This is an optimization exercise on Yosys and OpenROAD, whose aim is small area and a short achievable clock period, not a production implementation.
RTL that was checked went through simulation tests only; none was proved equivalent to the original.
No functional check of the RTL was part of runs 3 to 6.
Power figures rest on the tool's default switching activity, not on a simulated workload.

===== config.mk =====
export PLATFORM = sky130hd
export DESIGN_NAME = pdl_ctrl
export DESIGN_NICKNAME = pdl_ctrl
export VERILOG_FILES = /design/flow/design.v
export SDC_FILE = /design/flow/constraint.sdc
export NUM_CORES = 4
export LEC_CHECK = 0
export CAP_MARGIN = 20
export CORE_MARGIN = 2
export CORE_UTILIZATION = 65
export CTS_CLUSTER_DIAMETER = 100
export CTS_CLUSTER_SIZE = 25
export SETUP_SLACK_MARGIN = 1.45
export SLEW_MARGIN = 20
export SYNTH_HIERARCHICAL = 1
export BUFFER_PORTS_ARGS = -buffer_cell sky130_fd_sc_hd__buf_2
export DONT_USE_CELLS += sky130_fd_sc_hd__or3_1 sky130_fd_sc_hd__or3_2 sky130_fd_sc_hd__or3_4 sky130_fd_sc_hd__or4_1 sky130_fd_sc_hd__or4_2 sky130_fd_sc_hd__or4_4 sky130_fd_sc_hd__or3b_1 sky130_fd_sc_hd__or3b_2 sky130_fd_sc_hd__or3b_4 sky130_fd_sc_hd__or4b_1 sky130_fd_sc_hd__or4b_2 sky130_fd_sc_hd__or4b_4 sky130_fd_sc_hd__or4bb_1 sky130_fd_sc_hd__or4bb_2 sky130_fd_sc_hd__or4bb_4

===== constraint.sdc =====
create_clock -name core_clock -period 3.4 [get_ports {clk}]
set_input_delay 0.6800 -clock core_clock [delete_from_list [all_inputs] [get_ports {clk}]]
set_output_delay 0.6800 -clock core_clock [all_outputs]
set_load 0.01 [all_outputs]

===== design.v =====
module pdl_ctrl #(
   parameter int N       = 32,
   parameter int OUT_NUM = 8
) (
   input  logic                 clk,
   input  logic                 reset,
   input  logic                 cfg_valid,
   output logic                 cfg_ready,
   input  logic [7:0]           cfg_addr,
   input  logic [N-1:0]         cfg_data,
   output logic                 cfg_err,
   input  logic                 commit,
   input  logic                 arm,
   input  logic                 abort,
   input  logic                 ext_trigger,
   output logic [OUT_NUM-1:0]   ch_trigger,
   output logic [OUT_NUM*N-1:0] ch_dl,
   output logic [OUT_NUM*N-1:0] ch_wb,
   output logic                 busy,
   output logic                 commit_pending,
   output logic                 done
);
   logic [19:0] ld, kp;
   logic        err_d;
   logic        rst_q;
   pdl_decode u_decode (
      .cfg_valid(cfg_valid), .rst_q(rst_q), .cfg_addr(cfg_addr),
      .reset(reset), .ld(ld), .kp(kp), .err(err_d)
   );
   always_ff @(posedge clk) begin
      cfg_ready <= ~reset;
      rst_q     <= reset;
      cfg_err   <= err_d;
   end
   logic [N-1:0]       sh_dl  [OUT_NUM];
   logic [N-1:0]       sh_wb  [OUT_NUM];
   logic [OUT_NUM-1:0] sh_mask;
   logic [N-1:0]       sh_on, sh_off, sh_shots;
   logic [OUT_NUM-1:0] ld_dl, ld_wb, kp_dl, kp_wb;
   logic               ld_mask, ld_on, ld_off, ld_shots;
   logic               kp_mask, kp_on, kp_off, kp_shots;
   always_comb begin
      ld_dl    = ld[7:0];
      ld_wb    = ld[15:8];
      ld_mask  = ld[16];
      ld_on    = ld[17];
      ld_off   = ld[18];
      ld_shots = ld[19];
      kp_dl    = kp[7:0];
      kp_wb    = kp[15:8];
      kp_mask  = kp[16];
      kp_on    = kp[17];
      kp_off   = kp[18];
      kp_shots = kp[19];
   end
   always_ff @(posedge clk) begin
      for (int k = 0; k < OUT_NUM; k++) begin
         sh_dl[k] <= ({N{ld_dl[k]}} & cfg_data) | ({N{kp_dl[k]}} & sh_dl[k]);
         sh_wb[k] <= ({N{ld_wb[k]}} & cfg_data) | ({N{kp_wb[k]}} & sh_wb[k]);
      end
      sh_mask  <= ({OUT_NUM{ld_mask}} & cfg_data[OUT_NUM-1:0]) | ({OUT_NUM{kp_mask}} & sh_mask);
      sh_on    <= ({N{ld_on}}    & cfg_data) | ({N{kp_on}}    & sh_on);
      sh_off   <= ({N{ld_off}}   & cfg_data) | ({N{kp_off}}   & sh_off);
      sh_shots <= ({N{ld_shots}} & cfg_data) | ({N{kp_shots}} & sh_shots);
   end
   logic st_wait, st_on, st_off;
   logic idle;
   logic timer_one, shot_one;            
   logic last;                           
   logic do_copy;
   logic cp, hd;                         
   assign idle    = ~busy;
   assign do_copy = (commit & (idle | abort | last)) | (commit_pending & (abort | last));
   assign cp      = do_copy & ~reset;
   assign hd      = ~do_copy & ~reset;
   logic [N-1:0]       act_dl [OUT_NUM];
   logic [N-1:0]       act_wb [OUT_NUM];
   logic [OUT_NUM-1:0] act_mask;
   logic [N-1:0]       act_on, act_off, act_shots;
   always_ff @(posedge clk) begin
      for (int k = 0; k < OUT_NUM; k++) begin
         act_dl[k] <= ({N{cp}} & sh_dl[k]) | ({N{hd}} & act_dl[k]);
         act_wb[k] <= ({N{cp}} & sh_wb[k]) | ({N{hd}} & act_wb[k]);
      end
      act_mask  <= ({OUT_NUM{cp}} & sh_mask)  | ({OUT_NUM{hd}} & act_mask);
      act_on    <= ({N{cp}} & sh_on)    | ({N{hd}} & act_on);
      act_off   <= ({N{cp}} & sh_off)   | ({N{hd}} & act_off);
      act_shots <= ({N{cp}} & sh_shots) | ({N{hd}} & act_shots);
   end
   always_ff @(posedge clk) begin
      commit_pending <= ~reset & ~do_copy & (commit | commit_pending);
   end
   logic sync1, sync2, rise;
   always_ff @(posedge clk) begin
      sync1 <= ~reset & ext_trigger;
      sync2 <= ~reset & sync1;
   end
   assign rise = sync1 & ~sync2;
   logic [N-1:0] timer, shot;
   logic [N-1:0] on_v, off_v, shots_v;   
   logic         on_one, off_one, shots_one;
   logic         on_hz, off_hz, shots_hz, timer_hz, shot_hz;   
   logic         timer_two, shot_is2;
   pdl_hz u_on_hz    (.v(act_on),    .z(on_hz));
   pdl_hz u_off_hz   (.v(act_off),   .z(off_hz));
   pdl_hz u_shots_hz (.v(act_shots), .z(shots_hz));
   pdl_hz u_timer_hz (.v(timer),     .z(timer_hz));
   pdl_hz u_shot_hz  (.v(shot),      .z(shot_hz));
   assign timer_two = timer_hz & timer[1] & ~timer[0];
   assign shot_is2  = shot_hz  & shot[1]  & ~shot[0];
   always_comb begin
      on_one    = on_hz    & ~act_on[1];
      off_one   = off_hz   & ~act_off[1];
      shots_one = shots_hz & ~act_shots[1];
      on_v      = {act_on[N-1:1],    act_on[0]    | on_one};
      off_v     = {act_off[N-1:1],   act_off[0]   | off_one};
      shots_v   = {act_shots[N-1:1], act_shots[0] | shots_one};
   end
   logic run;                            
   logic tload;                          
   assign run   = st_on | st_off;
   assign tload = ~run | timer_one;
   logic [N-1:0] tld, timer_dec;
   logic         tz8, tz16, tz24;
   assign tld = st_on ? off_v : on_v;
   always_comb begin
      for (int i = 0; i < N; i++) begin
         logic brw;
         brw = 1'b1;
         for (int j = (i / 8) * 8; j < i; j++) brw = brw & ~timer[j];
         if (i >= 8  && i < 16) brw = brw & tz8;
         if (i >= 16 && i < 24) brw = brw & tz16;
         if (i >= 24)           brw = brw & tz24;
         timer_dec[i] = timer[i] ^ brw;
      end
   end
   always_ff @(posedge clk) begin
      if (tload) begin
         timer     <= tld;
         timer_one <= st_on ? off_one : on_one;
         tz8       <= (tld[7:0]  == '0);
         tz16      <= (tld[15:0] == '0);
         tz24      <= (tld[23:0] == '0);
      end else begin
         timer     <= timer_dec;
         timer_one <= timer_two;
         tz8       <= (timer[7:0]  == 8'd1);
         tz16      <= (timer[15:0] == 16'd1);
         tz24      <= (timer[23:0] == 24'd1);
      end
   end
   logic       shot_two, z8, z16, z24;
   logic       lz8, lz16, lz24;
   pdl_lowz u_lowz (.v(shot[23:0]), .z8(lz8), .z16(lz16), .z24(lz24));
   logic [N-1:0] shot_dec;
   always_comb begin
      for (int i = 0; i < N; i++) begin
         logic brw;
         brw = 1'b1;
         for (int j = (i / 8) * 8; j < i; j++) brw = brw & ~shot[j];
         if (i >= 8)  brw = brw & z8;
         if (i >= 16) brw = brw & z16;
         if (i >= 24) brw = brw & z24;
         shot_dec[i] = shot[i] ^ brw;
      end
   end
   always_ff @(posedge clk) begin
      shot_two <= shot_is2;
      z8       <= lz8;
      z16      <= lz16;
      z24      <= lz24;
      if (~run) begin
         shot     <= shots_v;
         shot_one <= shots_one;
      end else if (st_off & timer_one) begin
         shot     <= shot_dec;
         shot_one <= shot_two;
      end
   end
   logic mask_nz;
   assign mask_nz = |act_mask;
   always_ff @(posedge clk) begin
      if (reset | abort) begin
         st_wait    <= 1'b0;
         st_on      <= 1'b0;
         st_off     <= 1'b0;
         busy       <= 1'b0;
         last       <= 1'b0;
         done       <= 1'b0;
         ch_trigger <= '0;
      end else begin
         st_wait    <= (idle & arm & mask_nz) | (st_wait & ~rise);
         st_on      <= (st_wait & rise) | (st_on & ~timer_one) | (st_off & timer_one);
         st_off     <= (st_on & timer_one & ~shot_one) | (st_off & ~timer_one);
         busy       <= (idle & arm & mask_nz) | st_wait | st_off | (st_on & ~last);
         done       <= (idle & arm & ~mask_nz) | last;
         last       <= (st_wait & rise & on_one & shots_one)
                     | (st_on & ~timer_one & timer_two & shot_one)
                     | (st_off & timer_one & on_one & shot_two);
         ch_trigger <= ((st_wait & rise) | (st_on & ~timer_one) | (st_off & timer_one))
                       ? act_mask : '0;
      end
   end
   for (genvar k = 0; k < OUT_NUM; k++) begin : g_pack
      assign ch_dl[k*N +: N] = act_dl[k];
      assign ch_wb[k*N +: N] = act_wb[k];
   end
endmodule
module pdl_hz (
   input  logic [31:0] v,
   output logic        z
);
   assign z = ~|v[31:2];
endmodule
module pdl_lowz (
   input  logic [23:0] v,
   output logic        z8,
   output logic        z16,
   output logic        z24
);
   logic a, b, c;
   assign a   = ~|v[7:0];
   assign b   = ~|v[15:8];
   assign c   = ~|v[23:16];
   assign z8  = a;
   assign z16 = a & b;
   assign z24 = a & b & c;
endmodule
module pdl_decode (
   input  logic        cfg_valid,
   input  logic        rst_q,
   input  logic [7:0]  cfg_addr,
   input  logic        reset,
   output logic [19:0] ld,
   output logic [19:0] kp,
   output logic        err
);
   logic [19:0] hit;
   logic        miss;
   pdl_adec u_adec (.cfg_valid(cfg_valid), .cfg_addr(cfg_addr), .hit(hit), .miss(miss));
   pdl_sel  u_sel  (.hit(hit), .miss(miss), .rst_q(rst_q), .reset(reset),
                    .ld(ld), .kp(kp), .err(err));
endmodule
module pdl_adec (
   input  logic        cfg_valid,
   input  logic [7:0]  cfg_addr,
   output logic [19:0] hit,
   output logic        miss
);
   logic       g_dl, g_wb, g_cf;
   logic [7:0] lo;
   always_comb begin
      g_dl = cfg_valid & (cfg_addr[7:3] == 5'b00000);
      g_wb = cfg_valid & (cfg_addr[7:3] == 5'b01000);
      g_cf = cfg_valid & (cfg_addr[7:3] == 5'b10000) & ~cfg_addr[2];
      for (int k = 0; k < 8; k++) lo[k] = (cfg_addr[2:0] == 3'(k));
      for (int k = 0; k < 8; k++) begin
         hit[k]     = g_dl & lo[k];
         hit[8 + k] = g_wb & lo[k];
      end
      for (int k = 0; k < 4; k++) hit[16 + k] = g_cf & lo[k];
      miss = cfg_valid & ~(g_dl | g_wb | g_cf);
   end
endmodule
module pdl_sel (
   input  logic [19:0] hit,
   input  logic        miss,
   input  logic        rst_q,
   input  logic        reset,
   output logic [19:0] ld,
   output logic [19:0] kp,
   output logic        err
);
   always_comb begin
      ld  = hit & {20{~rst_q & ~reset}};
      kp  = ~hit & {20{~reset}};
      err = miss & ~rst_q & ~reset;
   end
endmodule

===== flow/run.sh =====
#!/bin/bash
# The standard layout with two changes, both made through config.mk:
#  - buffer_ports uses plain buf_2 cells for the port buffers instead of
#    the delay cells it picks by default;
#  - the slow OR3/OR4 cells are kept out of the combinational logic (they
#    are added to DONT_USE_CELLS; no register cell is affected).
# The make output goes to standard.log in the work folder; ORFS's own
# per-step logs stay under orfs/logs/.
set -euo pipefail
cat >> config.mk <<'EOF'
export BUFFER_PORTS_ARGS = -buffer_cell sky130_fd_sc_hd__buf_2
export DONT_USE_CELLS += sky130_fd_sc_hd__or3_1 sky130_fd_sc_hd__or3_2 sky130_fd_sc_hd__or3_4 sky130_fd_sc_hd__or4_1 sky130_fd_sc_hd__or4_2 sky130_fd_sc_hd__or4_4 sky130_fd_sc_hd__or3b_1 sky130_fd_sc_hd__or3b_2 sky130_fd_sc_hd__or3b_4 sky130_fd_sc_hd__or4b_1 sky130_fd_sc_hd__or4b_2 sky130_fd_sc_hd__or4b_4 sky130_fd_sc_hd__or4bb_1 sky130_fd_sc_hd__or4bb_2 sky130_fd_sc_hd__or4bb_4
EOF
bash standard.sh > standard.log 2>&1

===== standard.sh =====
#!/bin/bash
# synth_recipe.tcl (not shown) runs the flow's synth.tcl, then flattens the netlist and writes it again
# the make line also repeats each setting of config.mk as NAME=value (left out here)
make -C /OpenROAD-flow-scripts/flow DESIGN_CONFIG=/design/flow/config.mk WORK_HOME=/design/flow/orfs CLKGATE_MAP_FILE= SYNTH_SCRIPT=/design/flow/synth_recipe.tcl "${@:-finish}"

==> run_results.csv, run 1 <==
group,metric,value,unit
synth,syn-instance-count,3427,
floorplanning,start_util,0.660,
timing,max_freq,512,MHz
clocking,cts_htree_levels,2,
clocking,cts_max_path_buffers,3,
drt,met3_length,12.7,mm
timing,min_period,1.95,ns
placement,hpwl,81.6,mm
clocking,tritoncts,"built",
power,p_per_area,509,nW/um^2
timing,fin_skew,0.0231,ns
synth,ys_types,56,
setup_path,cp.arrival,2.56,ns
floorplanning,die_h,260,um
cells_and_area,fill_cells,4451,
drt,met2_length,60.7,mm
grt,grt_usage,0.375,
grt,grt_pass1_wl,194,mm
drt,wl_met1,51.1,mm
status,status,"finished clean",
timing,rsz0062_at_grt,"yes",
clocking,cts_buffers,58,
synth,ys.flop_type,"dfxtp_1",
drt,drt_iter0_markers,3373,
run,maxCapViolCount,0,
setup_path,crit_type,"flop to flop",
floorplanning,ios,572,
cells_and_area,drive_gt1_frac,0.212,
grt,grt_pass1_vias,30400,
drt,drcViolationCount,0,
clocking,clock_latency,0.68,ns
drt,drt_pre_antenna_iters,6,
timing,worst_pin_slew,1.08,ns
floorplanning,die_w,260,um
timing,finalMaxSlewViolations,0,
synth,syn_area_per_cell,12.5,sq um
timing,period_share,0.575,
setup_path,path_max_fanout,91,
cells_and_area,most-common-layout-cells,"dfxtp_1 (1285), a22o_1 (1232), buf_2 (566), buf_4 (67), clkbuf_16 (59)",
power,leakagePower,20.3,nW
cells_and_area,final_common_cell,"dfxtp_1",
synth,synth_area,42700,sq um
placement,port_buffers,571,
drt,postRouteWirelength,132,mm
floorplanning,dieArea,67800,sq um
setup_path,critPathCaptureType,"flop",
grt,antenna_found_initial,8,
cells_and_area,syn2layout_area_growth,11.8,%
drt,num_vias,31400,
power,vdd_drop_max,0.000431,V
synth,yosys_warnings,13,
timing,tns,0,ns
synth,synthesis.nets,3491,
timing,setup_viol,0,
synth,ys_ff_latch,1325,
synth,synth_edf_count,33,
power,finalPower,24.3,mW
drt,drt-wirelength-per-cell,28.4,um
grt,gr-total-overflow,0,
setup_path,critical_path_required,4.01,ns
cells_and_area,stdcell_count,4659,
grt,grt_max_degree,125,
cells_and_area,ff_latch_area,26900,sq um
cells_and_area,nets,3859,
clocking,root_buffer,"clkbuf_16",
placement,gp_congestion,0.884,
synth,synth-async-reset-ratio,0,
cells_and_area,multi_input_area,14400,sq um
floorplanning,core_area,64700,sq um
drt,top_layer_used,"met5",
drt,postRouteAntennaNets,0,
setup_path,cp-start-kind,"flop",
timing,hold_violations,0,
floorplanning,core.rowCount,93,
placement,dp_cells,4573,
clocking,clkSinkCount,1325,
clocking,cts.reportedPaths.clkPinSlew,0.10,ns
timing,max-slew-margin-rel,0.280,
worst_hold_path,hold_path_class,"input port to flop",
drt,via_per_inst,6.74,
synth,yosysSeqAreaShare,0.629,
final timing paths:
kind,startpoint,end,slack (ns),depth (start not counted)
min reg2reg,sh_on[18],act_on[18],0.46,1
max,last,act_dl[3][23],1.45,6
max reg2reg,last,act_dl[3][23],1.45,6
min,ext_trigger,sync1,0.24,2
per-layer routing:
layer	vias up	global-route usage
li1	13700	-
met1	15800	0.475
met2	1558	0.590
met3	360	0.0969
met4	2	0.202
met5	-	0
Yosys stat by module (local to each module, per instance), excerpt:
module / cells / flip-flops and latches
pdl_hz: 11 / 0
pdl_adec: 35 / 0
pdl_lowz: 9 / 0
pdl_sel: 48 / 0
pdl_ctrl: 3280 / 1325
area by class of cell:
class,count,share of cell area
Antenna cell,5,0.000262
Inverter,24,0.00189
Sequential cell,1325,0.563
Clock buffer,63,0.0312
Tap cell,855,0.0224
Clock inverter,1,0.000183
Timing Repair Buffer,655,0.0791
Multi-Input combinational cell,1731,0.302
synthesized netlist by cell type, types with 3 or more instances:
library cell | count | area, sq um
ha_1 | 17 | 213
nor3b_1 | 8 | 60.1
nand3b_1 | 6 | 45.0
nor4_1 | 48 | 300
a21oi_1 | 29 | 145
clkbuf_1 | 218 | 818
buf_2 | 75 | 375
nor3_1 | 10 | 50.1
dfxtp_1 | 1292 | 25900
buf_1 | 15 | 56.3
nand4_1 | 11 | 68.8
buf_6 | 37 | 417
a21boi_0 | 7 | 52.6
nand2_1 | 49 | 184
and4b_1 | 3 | 30.0
o21ai_0 | 39 | 195
a211oi_1 | 19 | 143
mux2i_1 | 14 | 140
nand3_1 | 10 | 50.1
and2_1 | 10 | 62.6
buf_4 | 3 | 22.5
inv_1 | 24 | 90.1
nor4_2 | 7 | 87.6
a22o_1 | 1232 | 10800
edfxtp_1 | 33 | 991
and3_1 | 22 | 138
xnor2_1 | 10 | 87.6
nor2b_1 | 28 | 175
xor2_1 | 12 | 105
nor3b_2 | 20 | 250
nor2_1 | 63 | 236
nand2b_1 | 5 | 31.3
a31oi_1 | 15 | 93.8
o21a_1 | 4 | 30.0
nor4b_1 | 4 | 35.0
power by group:
part           switching, mW  total [mW]  leakage [nW]  internal, mW
sequential            0.0184        15.6          10.8          15.6
combinational          0.790       0.955          8.79         0.165
clock                   4.66        7.78         0.736          3.12
kinds of logic after synthesis:
kind of cell / share of synthesized area
buf+inv: 0.0417
mux: 0.00354
xor+xnor: 0.00451
simple gates: 0.0473
compound gates: 0.269
fa+ha+maj: 0.00498
flops: 0.629
through the flow:
stage | utilization | hold slack, ns | cell area, sq um | setup slack [ns]
after floorplan | - | 0.407 | 42800 | 1.41
after global placement | 0.709 | 0.452 | 45800 | 0.642
after detailed placement | 0.709 | 0.453 | 45800 | 0.607
after CTS | 0.735 | 0.225 | 47600 | 1.45
after global routing | 0.738 | 0.253 | 47800 | 1.43
final | 0.738 | 0.242 | 47800 | 1.45
repair_timing:
action,in CTS,in global routing
pin swaps,3,3
hold buffers,0,0
buffers inserted,9,5
endpoints found under the setup margin,238,199
gates resized for setup,18,33
gates cloned,3,0
worst max-delay path: stages, from the launching register on:
cell	delay (ns)
dfxtp_1	0.35
o22ai_1	0.20
o21ai_2	0.15
nor2_4	0.17
buf_12	0.25
buf_12	0.36
a22o_1	0.24
registers in the layout (all words and copies together), names as in the netlist, 256 cells and up:
name / count
act_dl: 256
sh_wb: 256
act_wb: 256
sh_dl: 256
==> run 2, diff against run 1 <==
--- a/config.mk
+++ b/config.mk
@@ -10,7 +10,7 @@
 export CORE_UTILIZATION = 65
 export CTS_CLUSTER_DIAMETER = 100
 export CTS_CLUSTER_SIZE = 25
-export SETUP_SLACK_MARGIN = 1.45
+export SETUP_SLACK_MARGIN = 1.5
 export SLEW_MARGIN = 20
 export SYNTH_HIERARCHICAL = 1
 export BUFFER_PORTS_ARGS = -buffer_cell sky130_fd_sc_hd__buf_2
==> run_results.csv, run 2 <==
group,metric,value,unit
clocking,cts_buffers,58,
drt,drt-wirelength-per-cell,28.1,um
floorplanning,die_w,260,um
drt,drt_pre_antenna_iters,7,
grt,gr-total-overflow,0,
grt,grt_usage,0.372,
power,vdd_drop_max,0.000440,V
clocking,cts.reportedPaths.clkPinSlew,0.09,ns
clocking,clock_latency,0.66,ns
timing,max_freq,528,MHz
timing,rsz0062_at_grt,"yes",
power,p_per_area,504,nW/um^2
floorplanning,die_h,260,um
drt,postRouteWirelength,131,mm
placement,gp_congestion,0.899,
setup_path,critPathCaptureType,"output pin",
grt,gr-usage-met2,0.591,
timing,fin_skew,0.0215,ns
synth,ys_types,56,
clocking,clkSinkCount,1325,
grt,grt_pass1_vias,30400,
synth,yosysSeqAreaShare,0.629,
setup_path,cp-start-kind,"flop",
setup_path,cp.arrival,1.21,ns
status,status,"finished clean",
setup_path,critical_path_required,2.72,ns
synth,synth.largest_area_cell,"dfxtp_1",
run,maxCapViolCount,0,
setup_path,crit_type,"flop to output pin",
synth,synth_common_cells,"dfxtp_1 (1292), a22o_1 (1232), clkbuf_1 (218)",
floorplanning,start_util,0.660,
synth,yosysMostFrequentCell,"dfxtp_1",
placement,port_buffers,571,
synth,synthesis.nets,3491,
synth,yosys_warnings,13,
clocking,cts_max_path_buffers,3,
cells_and_area,drive_gt1_frac,0.237,
drt,drt_iter0_markers,3612,
setup_path,critPathTopFamily,"flip-flops",
setup_path,cpMaxStageDelayCell,"dfxtp_1",
grt,met3_usage,0.0954,
floorplanning,core_area,64700,sq um
clocking,tritoncts,"built",
cells_and_area,most-common-layout-cells,"a22o_1 (1232), dfxtp_1 (1206), buf_2 (514), buf_4 (128), dfxtp_2 (83)",
drt,drcViolationCount,0,
synth,synth_area,42700,sq um
synth,ys.flop_type,"dfxtp_1",
cells_and_area,syn2layout_area_growth,12.7,%
floorplanning,ios,572,
grt,antenna_found_initial,6,
worst_hold_path,hold_path_class,"input port to flop",
drt,via_per_inst,6.71,
synth,synth_edf_count,33,
power,leakagePower,20.4,nW
drt,num_vias,31400,
timing,min_period,1.89,ns
setup_path,slowest_delay,0.37,ns
cells_and_area,final_common_cell,"a22o_1",
timing,max-slew-margin-rel,0.195,
synth,synth-async-reset-ratio,0,
synth,synth_top_area_frac,0.606,
grt,grt_pass1_wl,192,mm
synth,syn-instance-count,3427,
setup_path,crit_buf_inv,1,
placement,hpwl,81.7,mm
clocking,cts_hold_buf,0,
cells_and_area,post-route-util,0.744,
timing,finalMaxSlewViolations,0,
timing,hold_violations,0,
setup_path,cp_cell_sequence,"clkbuf_4",
drt,postRouteAntennaNets,0,
timing,worst_pin_slew,1.20,ns
clocking,cts_htree_levels,2,
synth,syn_area_per_cell,12.5,sq um
setup_path,path_max_fanout,2,
floorplanning,core.rowCount,93,
floorplanning,dieArea,67800,sq um
synth,ys_top_cells_by_area,"dfxtp_1 (61%), a22o_1 (25%), edfxtp_1 (2.3%), clkbuf_1 (1.9%), buf_6 (0.98%)",
cells_and_area,nets,3878,
grt,gr-max-usage-layer,"met2",
grt,grt_max_degree,122,
clocking,root_buffer,"clkbuf_16",
timing,setup_viol,0,
synth,ys_ff_latch,1325,
timing,tns,0,ns
timing,period_share,0.557,
grt,grtUsageMet1,0.476,
## run 2: cell counts after synthesis
No cell type changed its count.
## run 2: routing by layer
metal,share of wire,up-vias,routed length [um]
met4,0.053,0,6930
met3,0.095,318,12500
met2,0.46,1598,60500
met1,0.39,15700,51300
li1,-,13800,-
met5,0,-,0
## run 2: cell type report
class / count / area, sq um
Antenna cell: 6 / 15.0
Inverter: 24 / 90.1
Clock inverter: 1 / 8.76
Clock buffer: 62 / 1490
Multi-Input combinational cell: 1732 / 14400
Timing Repair Buffer: 673 / 4050
Sequential cell: 1325 / 27000
Fill cell: 4398 / 16600
Tap cell: 855 / 1070
## run 2: what timing repair did
| action | CTS | global route |
|---|---|---|
| gates resized for setup | 92 | 105 |
| cloned | 1 | 1 |
| buffers inserted | 14 | 4 |
| setup endpoints to repair | 647 | 242 |
| pin swaps | 4 | 3 |
## run 2: stage by stage
stage / power, mW / std cells / worst slack (ns) / hold slack [ns] / area, sq um
6_report: 24.3 / 4678 / 1.51 / 0.273 / 48100
5_1_grt: 24.8 / 4677 / 1.48 / 0.251 / 48100
4_1_cts: 24.3 / 4667 / 1.49 / 0.246 / 47800
3_5_place_dp: 16.9 / 4589 / 0.704 / 0.454 / 46000
3_3_place_gp: 16.8 / 4588 / 0.532 / 0.446 / 45900
2_1_floorplan: 16.5 / 3427 / 1.41 / 0.407 / 42800
## run 2: worst paths after layout
check | from | endpoint | slack, ns | cells after the start
hold / removal | commit | commit_pending | 0.27 | 2
hold reg to reg | sh_wb[3][31] | act_wb[3][31] | 0.47 | 1
setup reg to reg | shot[1] | shot[7] | 1.56 | 9
setup / recovery | act_dl[4][0] | ch_dl[128] | 1.51 | 1
## run 2: kinds of logic after synthesis
kind of cell,count (synthesis),synth area share
AOI/OAI and AO/OA,1351,0.269
DFF,1325,0.629
buffers and inverters,372,0.0417
and+or+nand+nor,325,0.0473
xor gates and xnor gates,22,0.00451
adders and majority gates,17,0.00498
muxes,15,0.00354
## run 2: power breakdown
part           internal (mW)  switching [mW]
logic                  0.171           0.787
registers               15.6          0.0184
clock network           3.12            4.59
## run 2: modules after synthesis, one instance, submodules excluded, excerpt
module,times used,flops+latches,cells inside
pdl_hz,5,0,11
pdl_sel,1,0,48
pdl_adec,1,0,35
pdl_lowz,1,0,9
pdl_ctrl,1,1325,3280
==> run 3, diff against run 2 <==
--- a/design.v
+++ b/design.v
@@ -71,7 +71,7 @@
    logic cp, hd;                         
    assign idle    = ~busy;
    assign do_copy = (commit & (idle | abort | last)) | (commit_pending & (abort | last));
-   assign cp      = do_copy & ~reset;
+   assign cp      = do_copy & ~reset & ~rst_q;   
    assign hd      = ~do_copy & ~reset;
    logic [N-1:0]       act_dl [OUT_NUM];
    logic [N-1:0]       act_wb [OUT_NUM];
@@ -272,8 +272,8 @@
    output logic        err
 );
    always_comb begin
-      ld  = hit & {20{~rst_q & ~reset}};
-      kp  = ~hit & {20{~reset}};
+      ld  = hit & {20{~rst_q}};
+      kp  = ~hit & {20{~rst_q}};
       err = miss & ~rst_q & ~reset;
    end
 endmodule
==> run_results.csv, run 3 <==
group,metric,value,unit
timing,hold_violations,0,
drt,postRouteAntennaNets,0,
setup_path,crit_type,"flop to flop",
cells_and_area,final_common_cell,"a22o_1",
timing,max-slew-margin-rel,0.296,
placement,gp_congestion,0.884,
synth,synthesis.nets,3483,
setup_path,rrSetupSlack,1.46,ns
placement,hpwl,82.6,mm
run,maxCapViolCount,0,
clocking,clock_latency,0.68,ns
placement,dp_cells,4566,
synth,yosysMostFrequentCell,"dfxtp_1",
setup_path,cp-start-kind,"flop",
power,power_frac_comb,0.038,
setup_path,path_max_fanout,4,
power,power.share.clock,0.321,
drt,postRouteWirelength,136,mm
timing,tns,0,ns
drt,drt_iter0_markers,3874,
worst_hold_path,hold_path_class,"input port to flop",
cells_and_area,nets,3847,
timing,fin_skew,0.0245,ns
setup_path,critPathTopFamily,"simple AND/OR/NAND/NOR gates",
synth,syn-instance-count,3419,
clocking,clkSinkCount,1325,
synth,synth_top_area_frac,0.610,
cells_and_area,syn2layout_area_growth,13.0,%
grt,grt_max_degree,124,
placement,dp_slack,0.924,ns
grt,antenna_found_initial,3,
power,swShare,0.225,
timing,worst_pin_slew,1.06,ns
grt,grt_pass1_wl,198,mm
setup_path,cp_cell_sequence,"nor4_1 -> nand4_1 -> nor2_1 -> nor2b_2 -> o32ai_2 -> nand3_1 -> nand3b_1 -> o21ai_0",
drt,drt_pre_antenna_iters,6,
synth,ys_top_cells_by_area,"dfxtp_1 (61%), a22o_1 (25%), edfxtp_1 (2.3%), clkbuf_1 (1.8%), buf_2 (0.87%)",
power,finalPower,24.3,mW
setup_path,critPathCaptureType,"flop",
floorplanning,start_util,0.658,
synth,syn_area_per_cell,12.4,sq um
power,p_per_area,508,nW/um^2
setup_path,slowest_delay,0.36,ns
synth,synth-async-reset-ratio,0,
power,seq_power_share,0.641,
synth,synth.largest_area_cell,"dfxtp_1",
worst_hold_path,holdPathEnd,"sync1",
power,leakagePower,20.3,nW
clocking,cts_htree_levels,2,
setup_path,cp.arrival,2.48,ns
timing,rsz0062_at_grt,"yes",
cells_and_area,post-route-util,0.743,
setup_path,cpMaxStageDelayCell,"dfxtp_1",
worst_hold_path,holdPathStages,2,
drt,num_vias,31700,
setup_path,critical_path_required,3.94,ns
floorplanning,dieArea,67300,sq um
synth,synth_common_cells,"dfxtp_1 (1292), a22o_1 (1233), clkbuf_1 (201)",
setup_path,timing.rr.end,"tz24",
timing,period_share,0.572,
floorplanning,core_area,64500,sq um
grt,grt_pass1_vias,30600,
floorplanning,ios,572,
clocking,root_buffer,"clkbuf_16",
clocking,cts.reportedPaths.clkPinSlew,0.10,ns
status,status,"finished clean",
clocking,tritoncts,"built",
drt,via_per_inst,6.82,
clocking,cts_buffers,58,
synth,ys.flop_type,"dfxtp_1",
floorplanning,die_h,259,um
synth,yosys_warnings,13,
placement,port_buffers,571,
timing,finalMaxSlewViolations,0,
timing,min_period,1.94,ns
synth,yosysSeqAreaShare,0.633,
floorplanning,die_w,259,um
power,vdd_drop_max,0.000422,V
grt,grt_usage,0.386,
clocking,cts_hold_buf,0,
setup_path,r2r-start,"act_on[12]",
timing,max_freq,514,MHz
cells_and_area,stdcell_count,4643,
synth,ys_ff_latch,1325,
synth,synth_edf_count,33,
timing,finalWorstSetupSlack,1.46,ns
synth,synth_area,42400,sq um
timing,setup_viol,0,
synth,ys_types,56,
cells_and_area,drive_gt1_frac,0.239,
drt,drt-wirelength-per-cell,29.2,um
drt,drcViolationCount,0,
power,p_switching,5.47,mW
setup_path,rr_worst_depth,8,
cells_and_area,fill_cells,4433,
cells_and_area,antennaDiodeCount,0,
floorplanning,core.rowCount,93,
power,internal-power,18.8,mW
worst_hold_path,hold_path_startpoint,"ext_trigger",
clocking,cts_max_path_buffers,3,
grt,gr-total-overflow,0,
setup_path,crit_buf_inv,0,
cells_and_area,most-common-layout-cells,"a22o_1 (1233), dfxtp_1 (1181), buf_2 (503), buf_4 (109), dfxtp_2 (103)",
-- run 3: cell count changes after synthesis, moves of 11 or more --
cell,previous run,this run
clkbuf_1,218,201
nor2b_1,28,48
buf_6,37,3
buf_4,3,32
buf_1,15,34
nor3b_2,20,2
xnor2_1,10,21
-- run 3: timing repair --
action | CTS | global route
gates resized for setup | 127 | 109
gates cloned | 1 | 3
endpoints found under the setup margin | 939 | 182
pin swaps | 2 | 4
setup buffers | 7 | 1
-- run 3: cell families after synthesis --
logic type | after synthesis | share of synthesized area
fa+ha+maj | 17 | 0.00502
mux | 13 | 0.00310
buf+inv | 365 | 0.0379
flops | 1325 | 0.633
simple gates | 319 | 0.0432
compound gates | 1348 | 0.271
xor+xnor | 32 | 0.00661
-- run 3: metrics by stage --
| step | hold slack, ns | instance area [sq um] |
|---|---|---|
| after floorplan | 0.440 | 42500 |
| after global placement | 0.451 | 45700 |
| after detailed placement | 0.452 | 45700 |
| after CTS | 0.216 | 47500 |
| after global routing | 0.264 | 47900 |
| final | 0.239 | 47900 |
-- run 3: per-layer routing --
| layer | part of all wire | GRT usage | vias up |
|---|---|---|---|
| li1 | - | - | 13600 |
| met1 | 0.39 | 0.512 | 15900 |
| met2 | 0.46 | 0.604 | 1769 |
| met3 | 0.10 | 0.0896 | 332 |
| met4 | 0.047 | 0.172 | 4 |
| met5 | 0.00018 | 0 | - |
-- run 3: final cells by class --
class                   instances  area, sq um  share of cell area
multi-input cells            1729        14200               0.297
inverters                      21         78.8             0.00165
clock inverters                 1         8.76            0.000183
well taps                     855         1070              0.0223
clock buffers                  64         1500              0.0312
repair buffers                648         3990              0.0832
flip-flops and latches       1325        27000               0.564
-- run 3: power groups by stage --
stage	logic, mW	clock network [mW]	registers (mW)
6_report	0.921	7.81	15.6
2_1_floorplan	0.477	0	15.9
5_1_grt	0.931	8.35	15.6
4_1_cts	0.868	7.81	15.6
3_3_place_gp	0.837	0	16.0
3_5_place_dp	0.851	0	16.0
-- run 3: how the worst max path moves through the flow --
stage | from | to | depth (start not counted)
after floorplan | cfg_addr[4] | sh_on[31] | 6
after global placement | commit | act_shots[20] | 6
after detailed placement | commit | act_wb[2][30] | 6
after CTS | act_off[3] | tz24 | 8
after global routing | st_on | tz24 | 6
final | act_on[12] | tz24 | 8
-- run 3: per-module statistics from Yosys, one instance, submodules excluded, a selection --
module / cells inside / copies in the design / flip-flops and latches / cell area, sq um
pdl_lowz: 9 / 1 / 0 / 72.6
pdl_ctrl: 3275 / 1 / 1325 / 41500
pdl_sel: 45 / 1 / 0 / 233
pdl_adec: 35 / 1 / 0 / 260
pdl_hz: 11 / 5 / 0 / 70.1
==> run 4, diff against run 3 <==
--- a/config.mk
+++ b/config.mk
@@ -10,7 +10,7 @@
 export CORE_UTILIZATION = 65
 export CTS_CLUSTER_DIAMETER = 100
 export CTS_CLUSTER_SIZE = 25
-export SETUP_SLACK_MARGIN = 1.5
+export SETUP_SLACK_MARGIN = 1.55
 export SLEW_MARGIN = 20
 export SYNTH_HIERARCHICAL = 1
 export BUFFER_PORTS_ARGS = -buffer_cell sky130_fd_sc_hd__buf_2
==> run_results.csv, run 4 <==
group,metric,value,unit
placement,hpwl,81.2,mm
setup_path,timing.rr.end,"shot[7]",
synth,synth_edf_count,33,
synth,syn-instance-count,3419,
floorplanning,ios,572,
synth,ys.flop_type,"dfxtp_1",
worst_hold_path,holdPathStages,2,
power,power.share.clock,0.319,
synth,yosys_warnings,13,
cells_and_area,final_common_cell,"a22o_1",
placement,gp_congestion,0.911,
setup_path,critPathCaptureType,"flop",
clocking,clkSinkCount,1325,
timing,tns,0,ns
clocking,cts_buffers,58,
timing,finalWorstSetupSlack,1.53,ns
synth,yosysSeqAreaShare,0.633,
synth,synth_common_cells,"dfxtp_1 (1292), a22o_1 (1233), clkbuf_1 (201)",
setup_path,crit_type,"flop to flop",
worst_hold_path,hold_path_class,"input port to flop",
synth,synthesis.nets,3483,
cells_and_area,design_area,50500,sq um
setup_path,rr_worst_depth,9,
run,maxCapViolCount,0,
synth,ys_ff_latch,1325,
grt,gr-total-overflow,0,
drt,drt_pre_antenna_iters,6,
timing,max_freq,534,MHz
placement,port_buffers,571,
timing,max-slew-margin-rel,0.320,
clocking,cts_htree_levels,2,
timing,hold_violations,0,
setup_path,cp.arrival,2.27,ns
floorplanning,die_w,259,um
power,p_switching,5.48,mW
clocking,clock_latency,0.68,ns
synth,syn_area_per_cell,12.4,sq um
synth,synth_area,42400,sq um
cells_and_area,most-common-layout-cells,"a22o_1 (1233), dfxtp_1 (830), dfxtp_2 (447), buf_2 (286), buf_6 (209)",
drt,drcViolationCount,0,
drt,via_per_inst,6.86,
grt,grt_max_degree,59,
grt,grt_pass1_wl,202,mm
setup_path,r2r-start,"shot[0]",
setup_path,slowest_delay,0.39,ns
grt,grt_pass1_vias,31200,
synth,ys_types,56,
placement,dp_slack,0.784,ns
power,p_per_area,483,nW/um^2
power,power_frac_comb,0.043,
power,swShare,0.225,
timing,min_period,1.87,ns
drt,drt-wirelength-per-cell,29.7,um
drt,num_vias,32200,
drt,drt_iter0_markers,3982,
clocking,cts_max_path_buffers,3,
clocking,tritoncts,"built",
setup_path,cpMaxStageDelayCell,"edfxtp_1",
setup_path,cp_cell_sequence,"inv_2 -> ha_4 -> ha_4 -> ha_4 -> ha_4 -> ha_2 -> ha_4 -> xnor2_2 -> o21ai_1",
timing,period_share,0.550,
clocking,cts.reportedPaths.clkPinSlew,0.10,ns
timing,rsz0062_at_grt,"yes",
floorplanning,core_area,64500,sq um
cells_and_area,fill_cells,3944,
synth,yosysMostFrequentCell,"dfxtp_1",
clocking,root_buffer,"clkbuf_16",
drt,postRouteWirelength,139,mm
worst_hold_path,holdPathEnd,"commit_pending",
synth,synth.largest_area_cell,"dfxtp_1",
grt,antenna_found_initial,3,
setup_path,crit_start,"shot[0]",
power,vdd_drop_max,0.000530,V
floorplanning,core.rowCount,93,
power,seq_power_share,0.638,
synth,synth-async-reset-ratio,0,
floorplanning,die_h,259,um
setup_path,rrSetupSlack,1.53,ns
timing,setup_viol,0,
drt,postRouteAntennaNets,0,
floorplanning,dieArea,67300,sq um
cells_and_area,nets,3898,
timing,worst_pin_slew,1.02,ns
placement,postPlaceCellArea,45700,sq um
setup_path,path_max_fanout,2,
worst_hold_path,hold_path_startpoint,"commit",
power,internal-power,18.9,mW
synth,ys_top_cells_by_area,"dfxtp_1 (61%), a22o_1 (25%), edfxtp_1 (2.3%), clkbuf_1 (1.8%), buf_2 (0.87%)",
setup_path,cp_common_cell,"ha_4",
status,status,"finished clean",
setup_path,cp-start-kind,"flop",
setup_path,critical_path_required,3.80,ns
timing,finalMaxSlewViolations,0,
timing,whs,0.275,ns
grt,grt_usage,0.394,
power,leakagePower,21.0,nW
cells_and_area,drive_gt1_frac,0.342,
cells_and_area,syn2layout_area_growth,19.0,%
timing,fin_skew,0.0338,ns
floorplanning,start_util,0.658,
synth,synth_top_area_frac,0.610,
==> run 4: cell counts after synthesis <==
Identical to the previous run, type by type.
==> run 4: final cells by class <==
cell class / count / area, sq um / area share
clock buffers: 64 / 1500 / 0.0296
clock inverters: 1 / 8.76 / 0.000174
repair buffers: 699 / 6030 / 0.119
well taps: 855 / 1070 / 0.0212
inverters: 21 / 78.8 / 0.00156
flip-flops and latches: 1325 / 27500 / 0.544
multi-input cells: 1729 / 14300 / 0.284
diodes: 1 / 2.50 / 0.0000496
==> run 4: power groups by stage <==
stage / logic, mW / clock network [mW] / registers, mW
floorplan: 0.479 / 0 / 15.9
global placement: 0.832 / 0 / 16.0
detailed placement: 0.843 / 0 / 16.0
CTS: 0.927 / 7.75 / 15.6
global route: 1.05 / 8.29 / 15.6
finish: 1.04 / 7.78 / 15.6
==> run 4: cells by family after synthesis <==
family,share of synthesized area
compound gates,0.271
flops,0.633
buf+inv,0.0379
simple gates,0.0432
xor+xnor,0.00661
fa+ha+maj,0.00502
mux,0.00310
==> run 4: worst max path at each step <==
stage,slack (ns),endpoint,depth (start not counted)
3_5_place_dp,0.78,sh_dl[2][15],6
4_1_cts,1.46,act_dl[7][23],7
5_1_grt,1.46,shot[7],9
2_1_floorplan,1.46,sh_wb[5][31],6
3_3_place_gp,0.91,sh_wb[2][10],6
6_report,1.53,shot[7],9
==> run 4: routing by layer <==
metal,GRT usage,vias up,share of wire
met5,0,-,0.000065
met4,0.185,2,0.052
met3,0.108,374,0.11
met2,0.614,1915,0.46
met1,0.511,16200,0.38
li1,-,13700,-
==> run 4: worst max-delay path, delay by kind of cell (launching register included) <==
family	cells	cell delay (ns)
compound gates	1	0.07
fa+ha+maj	6	0.97
flops	1	0.39
buf+inv	1	0.06
xor+xnor	1	0.12
==> run 4: stage by stage <==
step / util / total power, mW / instances
floorplan: - / 16.4 / 3419
global placement: 0.708 / 16.8 / 4572
detailed placement: 0.708 / 16.8 / 4572
CTS: 0.759 / 24.3 / 4658
global route: 0.783 / 24.9 / 4694
finish: 0.783 / 24.4 / 4695
==> run 4: repair_timing <==
item	in CTS	in global routing
endpoints found under the setup margin	1252	921
hold buffers	0	0
gates cloned	8	9
gates resized for setup	566	392
setup buffers	13	27
pin swaps	5	6
==> run 4: Yosys stat by module, one instance, submodules excluded, a selection <==
module / area (sq um) / copies in the design / flip-flops and latches / cells
pdl_adec: 260 / 1 / 0 / 35
pdl_hz: 70.1 / 5 / 0 / 11
pdl_ctrl: 41500 / 1 / 1325 / 3275
pdl_sel: 233 / 1 / 0 / 45
pdl_lowz: 72.6 / 1 / 0 / 9
==> run 5, diff against run 4 <==
--- a/design.v
+++ b/design.v
@@ -123,6 +123,8 @@
    logic [N-1:0] tld, timer_dec;
    logic         tz8, tz16, tz24;
    assign tld = st_on ? off_v : on_v;
+   logic [2:0] tzl, tzd;
+   pdl_tzn u_tzn (.t(timer[23:0]), .l(tld[23:0]), .zl(tzl), .zd(tzd));
    always_comb begin
       for (int i = 0; i < N; i++) begin
          logic brw;
@@ -138,15 +140,15 @@
       if (tload) begin
          timer     <= tld;
          timer_one <= st_on ? off_one : on_one;
-         tz8       <= (tld[7:0]  == '0);
-         tz16      <= (tld[15:0] == '0);
-         tz24      <= (tld[23:0] == '0);
+         tz8       <= tzl[0];
+         tz16      <= tzl[1];
+         tz24      <= tzl[2];
       end else begin
          timer     <= timer_dec;
          timer_one <= timer_two;
-         tz8       <= (timer[7:0]  == 8'd1);
-         tz16      <= (timer[15:0] == 16'd1);
-         tz24      <= (timer[23:0] == 24'd1);
+         tz8       <= tzd[0];
+         tz16      <= tzd[1];
+         tz24      <= tzd[2];
       end
    end
    logic       shot_two, z8, z16, z24;
@@ -277,3 +279,21 @@
       err = miss & ~rst_q & ~reset;
    end
 endmodule
+module pdl_tzn (
+   input  logic [23:0] t,
+   input  logic [23:0] l,
+   output logic [2:0]  zl,
+   output logic [2:0]  zd
+);
+   logic a, b, c, d, e, f;
+   always_comb begin
+      a  = ~|l[7:0];
+      b  = ~|l[15:8];
+      c  = ~|l[23:16];
+      d  = (t[7:0] == 8'd1);
+      e  = ~|t[15:8];
+      f  = ~|t[23:16];
+      zl = {a & b & c, a & b, a};
+      zd = {d & e & f, d & e, d};
+   end
+endmodule
--- a/config.mk
+++ b/config.mk
@@ -7,10 +7,10 @@
 export LEC_CHECK = 0
 export CAP_MARGIN = 20
 export CORE_MARGIN = 2
-export CORE_UTILIZATION = 65
+export CORE_UTILIZATION = 60
 export CTS_CLUSTER_DIAMETER = 100
 export CTS_CLUSTER_SIZE = 25
-export SETUP_SLACK_MARGIN = 1.55
+export SETUP_SLACK_MARGIN = 1.5
 export SLEW_MARGIN = 20
 export SYNTH_HIERARCHICAL = 1
 export BUFFER_PORTS_ARGS = -buffer_cell sky130_fd_sc_hd__buf_2
==> run_results.csv, run 5 <==
group,metric,value,unit
synth,ys.flop_type,"dfxtp_1",
synth,yosysMostFrequentCell,"dfxtp_1",
floorplanning,start_util,0.605,
cells_and_area,stdcell_count,6889,
synth,synth.largest_area_cell,"dfxtp_1",
placement,postPlaceCellArea,54900,sq um
timing,period_share,0.582,
placement,gp_congestion,0.902,
synth,yosysSeqAreaShare,0.522,
floorplanning,core.rowCount,107,
cells_and_area,syn2layout_area_growth,13.1,%
setup_path,cp_cell_sequence,"nor4_4 -> nand4_1 -> nor2_1 -> inv_2 -> o311ai_4 -> nor4_2 -> and4_1 -> and3_1 -> nand2_1 -> nand2_1",
setup_path,rrSetupSlack,1.42,ns
clocking,tritoncts,"built",
cells_and_area,design_area,58200,sq um
drt,postRouteAntennaNets,0,
setup_path,crit_type,"flop to flop",
grt,grt_pass1_vias,40400,
cells_and_area,drive_gt1_frac,0.208,
setup_path,setup.worst_path.end,"tz24",
synth,ys_top_cells_by_area,"dfxtp_1 (50%), a22o_1 (10%), nor2b_1 (7.8%), a21oi_1 (6.4%), nand3_1 (6.1%)",
setup_path,timing.rr.end,"tz24",
synth,synth_top_area_frac,0.503,
cells_and_area,most-common-layout-cells,"dfxtp_1 (1042), a21oi_1 (654), nand3_1 (624), nor2b_1 (623), a22o_1 (616)",
grt,grt_usage,0.371,
worst_hold_path,hold_path_startpoint,"ext_trigger",
floorplanning,die_w,297,um
synth,ys_types,68,
placement,hpwl,100,mm
grt,grt_pass1_wl,257,mm
placement,port_buffers,571,
grt,antenna_found_initial,3,
setup_path,critPathTopFamily,"simple AND/OR/NAND/NOR gates",
drt,num_vias,44300,
setup_path,cp.depth,10,
setup_path,crit_start,"act_on[30]",
setup_path,cp.arrival,2.55,ns
worst_hold_path,hold_path_class,"input port to flop",
power,vdd_drop_max,0.000453,V
timing,hold_violations,0,
setup_path,slowest_delay,0.37,ns
run,maxCapViolCount,0,
setup_path,cpMaxStageDelayCell,"dfxtp_4",
synth,syn-instance-count,5550,
timing,rsz0062_at_grt,"yes",
drt,drt_iter0_markers,5746,
grt,grt_max_degree,129,
clocking,cts_max_path_buffers,3,
timing,finalWorstSetupSlack,1.42,ns
timing,max_freq,506,MHz
power,p_per_area,432,nW/um^2
grt,gr-total-overflow,0,
clocking,clock_latency,0.69,ns
floorplanning,core_area,85000,sq um
timing,fin_skew,0.0182,ns
synth,synth_common_cells,"dfxtp_1 (1292), a21oi_1 (654), nor2b_1 (643)",
timing,max-slew-margin-rel,0.176,
status,status,"finished clean",
clocking,cts.reportedPaths.clkPinSlew,0.10,ns
synth,ys_ff_latch,1325,
cells_and_area,nets,5803,
synth,synth_area,51400,sq um
drt,drcViolationCount,0,
setup_path,cp-start-kind,"flop",
synth,syn_area_per_cell,9.27,sq um
drt,drt-wirelength-per-cell,24.9,um
setup_path,critical_path_required,3.98,ns
power,leakagePower,21.9,nW
synth,synth_edf_count,33,
setup_path,r2r-start,"act_on[30]",
floorplanning,die_h,297,um
floorplanning,ios,572,
placement,dp_cells,6785,
placement,dp_slack,0.669,ns
cells_and_area,final_common_cell,"dfxtp_1",
floorplanning,dieArea,88100,sq um
timing,min_period,1.98,ns
drt,postRouteWirelength,172,mm
timing,setup_viol,0,
clocking,cts_buffers,58,
setup_path,critPathCaptureType,"flop",
clocking,root_buffer,"clkbuf_16",
synth,synthesis.nets,5613,
setup_path,cp_common_cell,"nand2_1",
clocking,clkSinkCount,1325,
synth,synth-async-reset-ratio,0,
synth,yosys_warnings,14,
setup_path,rr_worst_depth,10,
timing,tns,0,ns
clocking,cts_htree_levels,2,
setup_path,crit_buf_inv,1,
drt,via_per_inst,6.42,
timing,finalMaxSlewViolations,0,
drt,drt_pre_antenna_iters,6,
timing,worst_pin_slew,1.24,ns
setup_path,path_max_fanout,2,
[run 5: per-layer routing]
layer  routed length [um]  vias to the layer above  GRT usage  share of wire
met1                73200                    21700      0.530           0.43
met5                    0                        -          0              0
met2                75700                     2157      0.557           0.44
met4                 7460                        0      0.151          0.043
met3                15500                      333     0.0637          0.090
li1                     -                    20100          -              -
[run 5: report_power, final]
group          switching [mW]  total [mW]  internal [mW]  leakage (nW)
Combinational            1.35        1.62          0.271          10.2
Clock                    4.87        7.99           3.12         0.736
Sequential             0.0158        15.5           15.5          10.9
[run 5: through the flow]
stage | power (mW) | hold slack, ns | util
after global placement | 17.5 | 0.445 | 0.646
after CTS | 25.1 | 0.192 | 0.678
final | 25.1 | 0.219 | 0.684
after global routing | 25.8 | 0.224 | 0.684
after floorplan | 16.8 | 0.419 | -
after detailed placement | 17.5 | 0.446 | 0.646
[run 5: logic make-up (layout without fill, tap and decap cells)]
family / Yosys count / in the layout / share of synthesized area
AOI/OAI and AO/OA: 1974 / 1974 / 0.241
xor gates and xnor gates: 15 / 15 / 0.00255
adders and majority gates: 16 / 16 / 0.00389
buffers and inverters: 654 / 847 / 0.0528
DFF: 1325 / 1325 / 0.522
muxes: 34 / 34 / 0.00727
other: 0 / 1 / 0
and+or+nand+nor: 1532 / 1533 / 0.170
[run 5: timing repair]
item                                     CTS  global route
pin swaps                                 10            13
gates cloned                               1             0
gates resized for setup                  367           121
hold buffers                               0             0
hold endpoints to repair                   0             0
buffers inserted                          24            14
endpoints found under the setup margin  1221           555
[run 5: worst min path at each step]
stage	slack [ns]	depth (start not counted)	endpoint
after global routing	0.22	2	sync1
after global placement	0.45	1	sh_on[31]
final	0.22	2	sync1
after detailed placement	0.45	1	sh_on[31]
after CTS	0.19	2	sync1
after floorplan	0.42	2	sync2
[run 5: area by class of cell]
class,count,area (sq um)
clock buffer,63,1490
timing repair buffer,750,5480
fill,6871,26800
multi-input combinational,3572,22300
antenna,1,2.50
clock inverter,1,8.76
inverter,33,124
tap,1144,1430
sequential,1325,27300
[run 5: Yosys stat by module, one instance, submodules excluded, a selection]
module	area (sq um)	cells inside	copies in the design	flops+latches
pdl_ctrl	50400	5386	1	1325
pdl_lowz	72.6	9	1	0
pdl_tzn	160	20	1	0
pdl_sel	233	45	1	0
pdl_adec	260	35	1	0
pdl_hz	70.1	11	5	0
==> run 6, diff against run 5 <==
--- a/config.mk
+++ b/config.mk
@@ -7,7 +7,7 @@
 export LEC_CHECK = 0
 export CAP_MARGIN = 20
 export CORE_MARGIN = 2
-export CORE_UTILIZATION = 60
+export CORE_UTILIZATION = 65
 export CTS_CLUSTER_DIAMETER = 100
 export CTS_CLUSTER_SIZE = 25
 export SETUP_SLACK_MARGIN = 1.5
==> run_results.csv, run 6 <==
group,metric,value,unit
cells_and_area,design_area,57300,sq um
floorplanning,die_w,285,um
setup_path,cp.arrival,2.66,ns
setup_path,crit_start,"act_off[3]",
run,maxCapViolCount,0,
setup_path,setup.worst_path.end,"tz24",
setup_path,rr_worst_depth,10,
synth,ys_types,68,
grt,grt_max_degree,194,
setup_path,r2r-start,"act_off[3]",
setup_path,critical_path_required,3.98,ns
timing,hold_violations,0,
power,vdd_drop_max,0.000382,V
grt,gr-total-overflow,0,
setup_path,crit_type,"flop to flop",
drt,postRouteWirelength,167,mm
grt,grt_usage,0.388,
setup_path,timing.rr.end,"tz24",
timing,tns,0,ns
clocking,cts_max_path_buffers,3,
setup_path,slowest_delay,0.35,ns
clocking,cts_htree_levels,2,
timing,rsz0062_at_grt,"yes",
setup_path,critPathCaptureType,"flop",
worst_hold_path,hold_path_class,"input port to flop",
placement,postPlaceCellArea,54800,sq um
worst_hold_path,holdPathStages,2,
floorplanning,ios,572,
drt,via_per_inst,6.58,
placement,dp_cells,6688,
power,p_per_area,438,nW/um^2
synth,synth_area,51400,sq um
setup_path,cp_common_cell,"nand2_1",
floorplanning,die_h,285,um
drt,drt_pre_antenna_iters,8,
cells_and_area,final_common_cell,"dfxtp_1",
clocking,clock_latency,0.68,ns
drt,postRouteAntennaNets,0,
drt,drt_iter0_markers,5716,
power,finalPower,25.1,mW
timing,min_period,2.08,ns
clocking,clkSinkCount,1325,
placement,port_buffers,571,
synth,syn_area_per_cell,9.27,sq um
grt,grt_pass1_vias,40500,
clocking,root_buffer,"clkbuf_16",
clocking,tritoncts,"built",
setup_path,cp-start-kind,"flop",
cells_and_area,syn2layout_area_growth,11.3,%
timing,fin_skew,0.0168,ns
cells_and_area,fill_cells,6051,
synth,yosysMostFrequentCell,"dfxtp_1",
synth,synth.largest_area_cell,"dfxtp_1",
clocking,cts.reportedPaths.clkPinSlew,0.10,ns
synth,ys.flop_type,"dfxtp_1",
synth,synth-async-reset-ratio,0,
power,leakagePower,21.7,nW
placement,gp_congestion,0.903,
placement,hpwl,97.3,mm
timing,finalWorstSetupSlack,1.32,ns
cells_and_area,post-route-util,0.728,
timing,worst_pin_slew,1.22,ns
synth,synthesis.nets,5613,
synth,synth_top_area_frac,0.503,
drt,drcViolationCount,0,
placement,dp_slack,0.842,ns
drt,num_vias,44600,
timing,max-slew-margin-rel,0.188,
synth,yosys_warnings,14,
drt,drt-wirelength-per-cell,24.6,um
setup_path,cp_cell_sequence,"nor4_1 -> nand4_1 -> nor2_1 -> nand3b_1 -> o311ai_4 -> nor4_2 -> and4_1 -> and3_1 -> nand2_1 -> nand2_1",
synth,synth_common_cells,"dfxtp_1 (1292), a21oi_1 (654), nor2b_1 (643)",
synth,ys_top_cells_by_area,"dfxtp_1 (50%), a22o_1 (10%), nor2b_1 (7.8%), a21oi_1 (6.4%), nand3_1 (6.1%)",
grt,grt_pass1_wl,248,mm
synth,synth_edf_count,33,
cells_and_area,most-common-layout-cells,"dfxtp_1 (1106), a21oi_1 (654), nand3_1 (624), nor2b_1 (621), a22o_1 (616)",
setup_path,path_max_fanout,3,
cells_and_area,nets,5787,
floorplanning,core_area,78600,sq um
timing,whs,0.206,ns
synth,syn-instance-count,5550,
cells_and_area,drive_gt1_frac,0.195,
cells_and_area,antennaDiodeCount,0,
timing,setup_viol,0,
timing,finalMaxSlewViolations,0,
synth,ys_ff_latch,1325,
grt,antenna_found_initial,3,
cells_and_area,stdcell_count,6779,
status,status,"finished clean",
clocking,cts_buffers,58,
synth,yosysSeqAreaShare,0.522,
setup_path,cpMaxStageDelayCell,"nor4_1",
floorplanning,start_util,0.654,
timing,max_freq,481,MHz
floorplanning,dieArea,81400,sq um
timing,period_share,0.611,
setup_path,rrSetupSlack,1.32,ns
floorplanning,core.rowCount,103,
-- run 6: what timing repair did --
action,4_1_cts,5_1_grt
gates resized for setup,241,67
cloned,1,1
hold buffers,0,0
setup endpoints to repair,696,292
setup buffers,16,8
pin swaps,4,5
-- run 6: worst min path at each step --
stage,from,end
after floorplan,sync1,sync2
after global placement,sh_wb[3][31],sh_wb[3][31]
after detailed placement,sh_mask[5],sh_mask[5]
after CTS,ext_trigger,sync1
after global routing,ext_trigger,sync1
final,ext_trigger,sync1
-- run 6: worst max-delay path: cells and delay by family, from the launching register on --
| kind | cells | cell delay, ns |
|---|---|---|
| and+or+nand+nor | 9 | 1.51 |
| AOI/OAI and AO/OA | 1 | 0.13 |
| DFF | 1 | 0.34 |
-- run 6: logic make-up (layout without fill, tap and decap cells) --
group,count (synthesis),in the layout,synth area share
buf+inv,654,832,0.0528
compound gates,1974,1975,0.241
fa+ha+maj,16,16,0.00389
mux,34,34,0.00727
xor+xnor,15,15,0.00255
flops,1325,1325,0.522
simple gates,1532,1532,0.170
-- run 6: per-module statistics from Yosys (local to each module, per instance), excerpt --
module	cells	times used
pdl_tzn	20	1
pdl_ctrl	5386	1
pdl_hz	11	5
pdl_sel	45	1
pdl_lowz	9	1
pdl_adec	35	1
-- run 6: where the power goes --
| group | internal, mW | switching [mW] |
|---|---|---|
| Clock | 3.13 | 4.83 |
| Combinational | 0.275 | 1.32 |
| Sequential | 15.5 | 0.0165 |
| Total | 18.9 | 6.16 |
-- run 6: cell type report --
class / instances / area (sq um) / area share
multi-input combinational: 3572 / 22300 / 0.389
clock buffer: 64 / 1500 / 0.0261
clock inverter: 1 / 8.76 / 0.000153
timing repair buffer: 734 / 4840 / 0.0845
tap: 1050 / 1310 / 0.0229
sequential: 1325 / 27200 / 0.475
inverter: 33 / 124 / 0.00216
-- run 6: routing by layer --
| metal | wire (um) | GRT usage | part of all wire | vias to the layer above |
|---|---|---|---|---|
| met4 | 8580 | 0.176 | 0.051 | 2 |
| met1 | 68400 | 0.545 | 0.41 | 21700 |
| li1 | - | - | - | 20100 |
| met2 | 73800 | 0.584 | 0.44 | 2401 |
| met3 | 16100 | 0.0680 | 0.096 | 365 |
| met5 | 12 | 0 | 0.000072 | - |

[what the ideal ports hide]
The flow's constraints put no driver on any port. The routed layouts listed below were extracted and timed again, unchanged, in two steps. Step 1 assumes that a clkbuf_16 drives the clock port and a buf_2 every other input. Step 2 times the ports against the registers' clock, not the clock port: input delays grow and output delays shrink by t, the midpoint of the rising clock arrivals with the driver on. Slacks: ideal / step 1 / step 2; pairs: ideal / step 1.
| run | t (ns) | setup WS [ns] | slew at the worst register clock pin (ns) |
|---|---|---|---|
| run 1 | 0.732 | 1.446 / 1.399 / 0.770 | 0.10 / 0.10 |
| run 2 | 0.722 | 1.506 / 1.436 / 0.840 | 0.11 / 0.11 |
| run 3 | 0.730 | 1.455 / 1.437 / 0.846 | 0.10 / 0.10 |
| run 4 | 0.726 | 1.529 / 1.474 / 0.888 | 0.10 / 0.10 |
| run 5 | 0.750 | 1.423 / 1.364 / 0.820 | 0.11 / 0.11 |
| run 6 | 0.742 | 1.323 / 1.323 / 0.897 | 0.10 / 0.10 |
After both steps setup and hold are still met in every run listed. The setup slack of run 1, which loses most, moves by -0.047 ns with the drivers and by -0.676 ns with both steps.
